Background: an optimization exercise with open tools, aiming at small area, a short achievable clock period and few clock cycles per item. Do not read the settings as production practice. RTL that was checked went through simulation tests only; none was proved equivalent to the original. Power figures rest on the tool's default switching activity, not on a simulated workload.

==> flow/design.v <==
`default_nettype none
package tlb_pkg;
	typedef logic [19-1:0] vpn2_t;
	typedef logic [8-1:0] asid_t;
	typedef logic [20-1:0] pfn_t;
	typedef logic [2:0] cache_attr_t;
	typedef logic [$clog2(32)-1:0] tlb_index_t;
	typedef logic [32-1:0] hit_vec_t;
	typedef logic [32-1:0] vaddr_t;
	typedef logic [32-1:0] paddr_t;
	typedef logic [31:0] entry_word_t;
endpackage
`default_nettype wire
`default_nettype none
package tlb_cmd_pkg;
	typedef enum logic [1:0] {
		op_write = 2'd0,
		op_probe = 2'd1,
		op_translate = 2'd2
	} tlb_op_e;
	typedef enum logic {
		st_empty = 1'b0,
		st_full = 1'b1
	} stage_state_e;
endpackage
`default_nettype wire
`timescale 1ns/10ps
`default_nettype none
module tlb_top (
	input wire logic clk,
	input wire logic rst,
	input wire logic cmd_valid,
	output logic cmd_ready,
	input tlb_cmd_pkg::tlb_op_e cmd_op,
	input tlb_pkg::tlb_index_t cmd_index,
	input tlb_pkg::entry_word_t cmd_entryhi,
	input tlb_pkg::entry_word_t cmd_entrylo0,
	input tlb_pkg::entry_word_t cmd_entrylo1,
	input tlb_pkg::vaddr_t cmd_vaddr,
	output logic rsp_valid,
	input wire logic rsp_ready,
	output tlb_cmd_pkg::tlb_op_e rsp_op,
	output tlb_pkg::paddr_t rsp_paddr,
	output logic rsp_refill,
	output logic rsp_invalid,
	output logic rsp_modified,
	output logic rsp_found,
	output tlb_pkg::tlb_index_t rsp_index
);
	localparam int N = 32;
	logic [18:0] t_vpn2 [N];
	logic [7:0] t_asid [N];
	logic [N-1:0] t_global;
	logic [N-1:0] t_valid;
	logic [21:0] d_lo0 [N];
	logic [21:0] d_lo1 [N];
	logic s0_v;
	logic [1:0] s0_op;
	logic s0_wr;
	logic [4:0] s0_idx;
	logic [18:0] s0_vpn2;
	logic [7:0] s0_asid;
	logic s0_g;
	logic [43:0] s0_pl;
	logic s1_v;
	logic [1:0] s1_op;
	logic s1_wr;
	logic s1_probe;
	logic s1_tr_map;
	logic s1_tr_unm;
	logic [4:0] s1_idx;
	logic [N-1:0] s1_hit;
	logic [43:0] s1_pl;
	logic s2_v;
	logic [1:0] s2_op;
	logic [N-1:0] s2_first;
	logic s2_odd;
	logic s2_use_pfn;
	logic s2_refill;
	logic s2_found;
	logic s2_probe;
	logic [31:0] s2_base;
	logic out_v;
	logic skid_v;
	logic [42:0] out_q;
	logic [42:0] skid_q;
	logic rdy_q;
	logic s0_ld, s1_ld, s2_ld, s3_ld;
	logic out_ld;
	assign s3_ld = !skid_v;
	assign s2_ld = !s2_v || s3_ld;
	assign s1_ld = !s1_v || s2_ld;
	assign s0_ld = !s0_v || s1_ld;
	assign out_ld = !out_v || rsp_ready;
	assign cmd_ready = rdy_q;
	logic take;
	assign take = cmd_valid && rdy_q;
	logic [43:0] lo_fields;
	assign lo_fields = {cmd_entrylo1[25:6], cmd_entrylo1[2], cmd_entrylo1[1],
		cmd_entrylo0[25:6], cmd_entrylo0[2], cmd_entrylo0[1]};
	always_ff @(posedge clk) begin
		if (s0_ld) begin
			s0_op <= cmd_op;
			s0_wr <= (cmd_op == 2'd0);
			s0_idx <= cmd_index;
			s0_vpn2 <= cmd_op[1] ? cmd_vaddr[31:13] : cmd_entryhi[31:13];
			s0_asid <= cmd_entryhi[7:0];
			s0_g <= cmd_entrylo0[0] & cmd_entrylo1[0];
			s0_pl[43:13] <= lo_fields[43:13];
			s0_pl[12:0] <= cmd_op[1] ? cmd_vaddr[12:0] : lo_fields[12:0];
		end
	end
	logic [N-1:0] hit;
	always_comb begin
		for (int i = 0; i < N; i++) begin
			hit[i] = t_valid[i] && (t_vpn2[i] == s0_vpn2)
				&& (t_global[i] || (t_asid[i] == s0_asid));
		end
	end
	logic tag_we;
	assign tag_we = s0_v && s1_ld && s0_wr;
	always_ff @(posedge clk) begin
		for (int i = 0; i < N; i++) begin
			if (tag_we && s0_idx == 5'(i)) begin
				t_vpn2[i] <= s0_vpn2;
				t_asid[i] <= s0_asid;
				t_global[i] <= s0_g;
			end
		end
	end
	always_ff @(posedge clk) begin
		if (rst) begin
			t_valid <= '0;
		end else begin
			for (int i = 0; i < N; i++) begin
				if (tag_we && s0_idx == 5'(i)) t_valid[i] <= 1'b1;
			end
		end
	end
	always_ff @(posedge clk) begin
		if (s1_ld) begin
			s1_op <= s0_op;
			s1_wr <= s0_wr;
			s1_probe <= (s0_op == 2'd1);
			s1_tr_map <= (s0_op == 2'd2) && !s0_vpn2[18];
			s1_tr_unm <= (s0_op == 2'd2) && s0_vpn2[18];
			s1_idx <= s0_idx;
			s1_hit <= hit;
			s1_pl[43:32] <= s0_pl[43:32];
			s1_pl[31:13] <= s0_op[1] ? s0_vpn2 : s0_pl[31:13];
			s1_pl[12:0] <= s0_pl[12:0];
		end
	end
	logic [N-1:0] lower;
	logic [N-1:0] first;
	logic any_hit;
	assign any_hit = |s1_hit;
	always_comb begin
		lower[0] = 1'b0;
		for (int i = 1; i < N; i++) lower[i] = lower[i-1] | s1_hit[i-1];
		first = s1_hit & ~lower;
	end
	always_ff @(posedge clk) begin
		if (s2_ld) begin
			s2_op <= s1_op;
			s2_first <= first;
			s2_odd <= s1_pl[12];
			s2_use_pfn <= s1_tr_map && any_hit;
			s2_refill <= s1_tr_map && !any_hit;
			s2_found <= s1_probe && any_hit;
			s2_probe <= s1_probe;
			s2_base[31:12] <= {20{s1_tr_unm}} & s1_pl[31:12];
			s2_base[11:0] <= {12{s1_tr_unm || (s1_tr_map && any_hit)}} & s1_pl[11:0];
		end
	end
	logic data_we;
	assign data_we = s1_v && s2_ld && s1_wr;
	always_ff @(posedge clk) begin
		for (int i = 0; i < N; i++) begin
			if (data_we && s1_idx == 5'(i)) begin
				d_lo0[i] <= s1_pl[21:0];
				d_lo1[i] <= s1_pl[43:22];
			end
		end
	end
	logic [21:0] sel0, sel1, sel;
	logic [4:0] enc;
	always_comb begin
		sel0 = '0;
		sel1 = '0;
		enc = '0;
		for (int i = 0; i < N; i++) begin
			sel0 = sel0 | ({22{s2_first[i]}} & d_lo0[i]);
			sel1 = sel1 | ({22{s2_first[i]}} & d_lo1[i]);
			enc = enc | ({5{s2_first[i]}} & 5'(i));
		end
		sel = s2_odd ? sel1 : sel0;
	end
	logic [42:0] res;
	logic [31:0] r_paddr;
	always_comb begin
		r_paddr[31:12] = s2_base[31:12] | ({20{s2_use_pfn}} & sel[21:2]);
		r_paddr[11:0] = s2_base[11:0];
		res = {s2_op, r_paddr, s2_refill, s2_use_pfn && !sel[0],
			s2_use_pfn && sel[0] && !sel[1], s2_found, {5{s2_probe}} & enc};
	end
	always_ff @(posedge clk) begin
		if (!skid_v) skid_q <= res;
		out_q <= ({43{out_ld}} & (skid_v ? skid_q : res)) | ({43{!out_ld}} & out_q);
	end
	logic s0_v_n, s1_v_n, s2_v_n, out_v_n, skid_v_n;
	always_comb begin
		s0_v_n = s0_ld ? take : s0_v;
		s1_v_n = s1_ld ? s0_v : s1_v;
		s2_v_n = s2_ld ? s1_v : s2_v;
		if (out_ld) begin
			out_v_n = skid_v || (s2_v && s3_ld);
			skid_v_n = 1'b0;
		end else begin
			out_v_n = out_v;
			skid_v_n = skid_v || (s2_v && s3_ld);
		end
	end
	always_ff @(posedge clk) begin
		if (rst) begin
			s0_v <= 1'b0;
			s1_v <= 1'b0;
			s2_v <= 1'b0;
			out_v <= 1'b0;
			skid_v <= 1'b0;
			rdy_q <= 1'b1;
		end else begin
			s0_v <= s0_v_n;
			s1_v <= s1_v_n;
			s2_v <= s2_v_n;
			out_v <= out_v_n;
			skid_v <= skid_v_n;
			rdy_q <= !(s0_v_n && s1_v_n && s2_v_n && skid_v_n);
		end
	end
	assign rsp_valid = out_v;
	logic [1:0] rsp_op_w;
	assign rsp_op = tlb_cmd_pkg::tlb_op_e'(rsp_op_w);
	assign {rsp_op_w, rsp_paddr, rsp_refill, rsp_invalid, rsp_modified, rsp_found,
		rsp_index} = out_q;
endmodule
`default_nettype wire
Settings: LEC_CHECK=0, CAP_MARGIN=20, CORE_MARGIN=2, CORE_UTILIZATION=60, PLACE_DENSITY=0.7, SETUP_SLACK_MARGIN=3.5, SLEW_MARGIN=20; clock period 6.0 ns.
standard.sh (not shown) runs the stock make flow with config.mk's settings and CLKGATE_MAP_FILE= SYNTH_SCRIPT=/design/flow/synth_recipe.tcl, a recipe that flattens the netlist after the stock synthesis.
==> flow/flow/run.sh <==
#!/bin/bash
# The standard layout, with the clock tree built from larger sink
# clusters and without dummy loads, and small port buffers.  ORFS logs stay
# under orfs/logs.
export CTS_ARGS="-sink_clustering_enable -repair_clock_nets -dont_use_dummy_load -sink_clustering_size 30 -sink_clustering_max_diameter 80"
export BUFFER_PORTS_ARGS="-buffer_cell sky130_fd_sc_hd__buf_2"
bash standard.sh > standard.log 2>&1
Testbench counts at the start, summed over its fixed seeds: cycles 9,632, items 9,600.
Rerun with:
--- a/flow/design.v
+++ b/flow/design.v
@@ -70,18 +70,18 @@
 	logic s1_tr_unm;
 	logic [4:0] s1_idx;
 	logic [N-1:0] s1_hit;
 	logic [43:0] s1_pl;
 	logic s2_v;
 	logic [1:0] s2_op;
-	logic [N-1:0] s2_first;
-	logic s2_odd;
+	logic [N-1:0] s2_first0;
+	logic [N-1:0] s2_first1;
 	logic s2_use_pfn;
 	logic s2_refill;
 	logic s2_found;
-	logic s2_probe;
+	logic [4:0] s2_index;
 	logic [31:0] s2_base;
 	logic out_v;
 	logic skid_v;
 	logic [42:0] out_q;
 	logic [42:0] skid_q;
 	logic rdy_q;
@@ -152,26 +152,29 @@
 		end
 	end
 	logic [N-1:0] lower;
 	logic [N-1:0] first;
 	logic any_hit;
 	assign any_hit = |s1_hit;
+	logic [4:0] enc;
 	always_comb begin
 		lower[0] = 1'b0;
 		for (int i = 1; i < N; i++) lower[i] = lower[i-1] | s1_hit[i-1];
 		first = s1_hit & ~lower;
+		enc = '0;
+		for (int i = 0; i < N; i++) enc = enc | ({5{first[i]}} & 5'(i));
 	end
 	always_ff @(posedge clk) begin
 		if (s2_ld) begin
 			s2_op <= s1_op;
-			s2_first <= first;
-			s2_odd <= s1_pl[12];
+			s2_first0 <= first & {N{s1_tr_map && !s1_pl[12]}};
+			s2_first1 <= first & {N{s1_tr_map && s1_pl[12]}};
 			s2_use_pfn <= s1_tr_map && any_hit;
 			s2_refill <= s1_tr_map && !any_hit;
 			s2_found <= s1_probe && any_hit;
-			s2_probe <= s1_probe;
+			s2_index <= {5{s1_probe}} & enc;
 			s2_base[31:12] <= {20{s1_tr_unm}} & s1_pl[31:12];
 			s2_base[11:0] <= {12{s1_tr_unm || (s1_tr_map && any_hit)}} & s1_pl[11:0];
 		end
 	end
 	logic data_we;
 	assign data_we = s1_v && s2_ld && s1_wr;
@@ -180,36 +183,38 @@
 			if (data_we && s1_idx == 5'(i)) begin
 				d_lo0[i] <= s1_pl[21:0];
 				d_lo1[i] <= s1_pl[43:22];
 			end
 		end
 	end
-	logic [21:0] sel0, sel1, sel;
-	logic [4:0] enc;
-	always_comb begin
-		sel0 = '0;
-		sel1 = '0;
-		enc = '0;
-		for (int i = 0; i < N; i++) begin
-			sel0 = sel0 | ({22{s2_first[i]}} & d_lo0[i]);
-			sel1 = sel1 | ({22{s2_first[i]}} & d_lo1[i]);
-			enc = enc | ({5{s2_first[i]}} & 5'(i));
-		end
-		sel = s2_odd ? sel1 : sel0;
+	logic [21:0] sel;
+	always_comb begin
+		sel = '0;
+		for (int i = 0; i < N; i++) begin
+			sel = sel | ({22{s2_first0[i]}} & d_lo0[i])
+				| ({22{s2_first1[i]}} & d_lo1[i]);
+		end
 	end
 	logic [42:0] res;
 	logic [31:0] r_paddr;
 	always_comb begin
-		r_paddr[31:12] = s2_base[31:12] | ({20{s2_use_pfn}} & sel[21:2]);
+		r_paddr[31:12] = s2_base[31:12] | sel[21:2];
 		r_paddr[11:0] = s2_base[11:0];
 		res = {s2_op, r_paddr, s2_refill, s2_use_pfn && !sel[0],
-			s2_use_pfn && sel[0] && !sel[1], s2_found, {5{s2_probe}} & enc};
-	end
+			sel[0] && !sel[1], s2_found, s2_index};
+	end
+	logic [42:0] out_n;
+	logic [42:0] rsp_q;
+	assign out_n = out_ld ? (skid_v ? skid_q : res) : out_q;
 	always_ff @(posedge clk) begin
 		if (!skid_v) skid_q <= res;
-		out_q <= ({43{out_ld}} & (skid_v ? skid_q : res)) | ({43{!out_ld}} & out_q);
+		out_q <= out_n;
+	end
+	always_ff @(posedge clk) begin
+		if (rst) rsp_q <= '0;
+		else rsp_q <= out_n;
 	end
 	logic s0_v_n, s1_v_n, s2_v_n, out_v_n, skid_v_n;
 	always_comb begin
 		s0_v_n = s0_ld ? take : s0_v;
 		s1_v_n = s1_ld ? s0_v : s1_v;
 		s2_v_n = s2_ld ? s1_v : s2_v;
@@ -239,9 +244,9 @@
 		end
 	end
 	assign rsp_valid = out_v;
 	logic [1:0] rsp_op_w;
 	assign rsp_op = tlb_cmd_pkg::tlb_op_e'(rsp_op_w);
 	assign {rsp_op_w, rsp_paddr, rsp_refill, rsp_invalid, rsp_modified, rsp_found,
-		rsp_index} = out_q;
+		rsp_index} = rsp_q;
 endmodule
 `default_nettype wire
=> Worst setup slack got worse by 73 ps. Register-to-register slack got worse by 70 ps. First-iteration DRC count rose by about 7%. Routed wire length rose by 11%. Via count rose by about 6%. Cell count rose by about 4%. Total power rose by about 2%. Global-route usage rose by 2.9 points. Sequential cell count rose by 78. Synthesized area rose by 3.0%. Non-clock buffer count fell by 27. Synthesized cell count rose by about 5%. Die area rose by about 3%.
For the second run of this note, only the layout was checked, not whether the RTL still works.

==> static timing again, ports no longer ideal <==
Ports are ideal in the flow. The routed layouts listed here were re-timed in OpenROAD.
Step 1: set_driving_cell puts a clkbuf_16 on clk and a buf_2 on each other input, an assumption about the parent block.
Step 2 also shifts input and output timing later by t, the mid clock arrival at the registers, as if the neighbouring blocks saw the same clock.
Three values: ideal, step 1, step 2; two values: the first two.
run | t (ns) | setup slack, ns | worst setup path at the end | worst data-port slew with drivers (ns)
the first run | 0.852 | 3.387 / 3.303 / 3.387 | register to register | 0.06
the second run | 0.869 | 3.314 / 3.314 / 3.162 | input to register | 0.06
After both steps setup and hold are still met in every run listed. The setup slack of the second run, which loses most, moves by 0.000 ns with the drivers and by -0.152 ns with both steps.
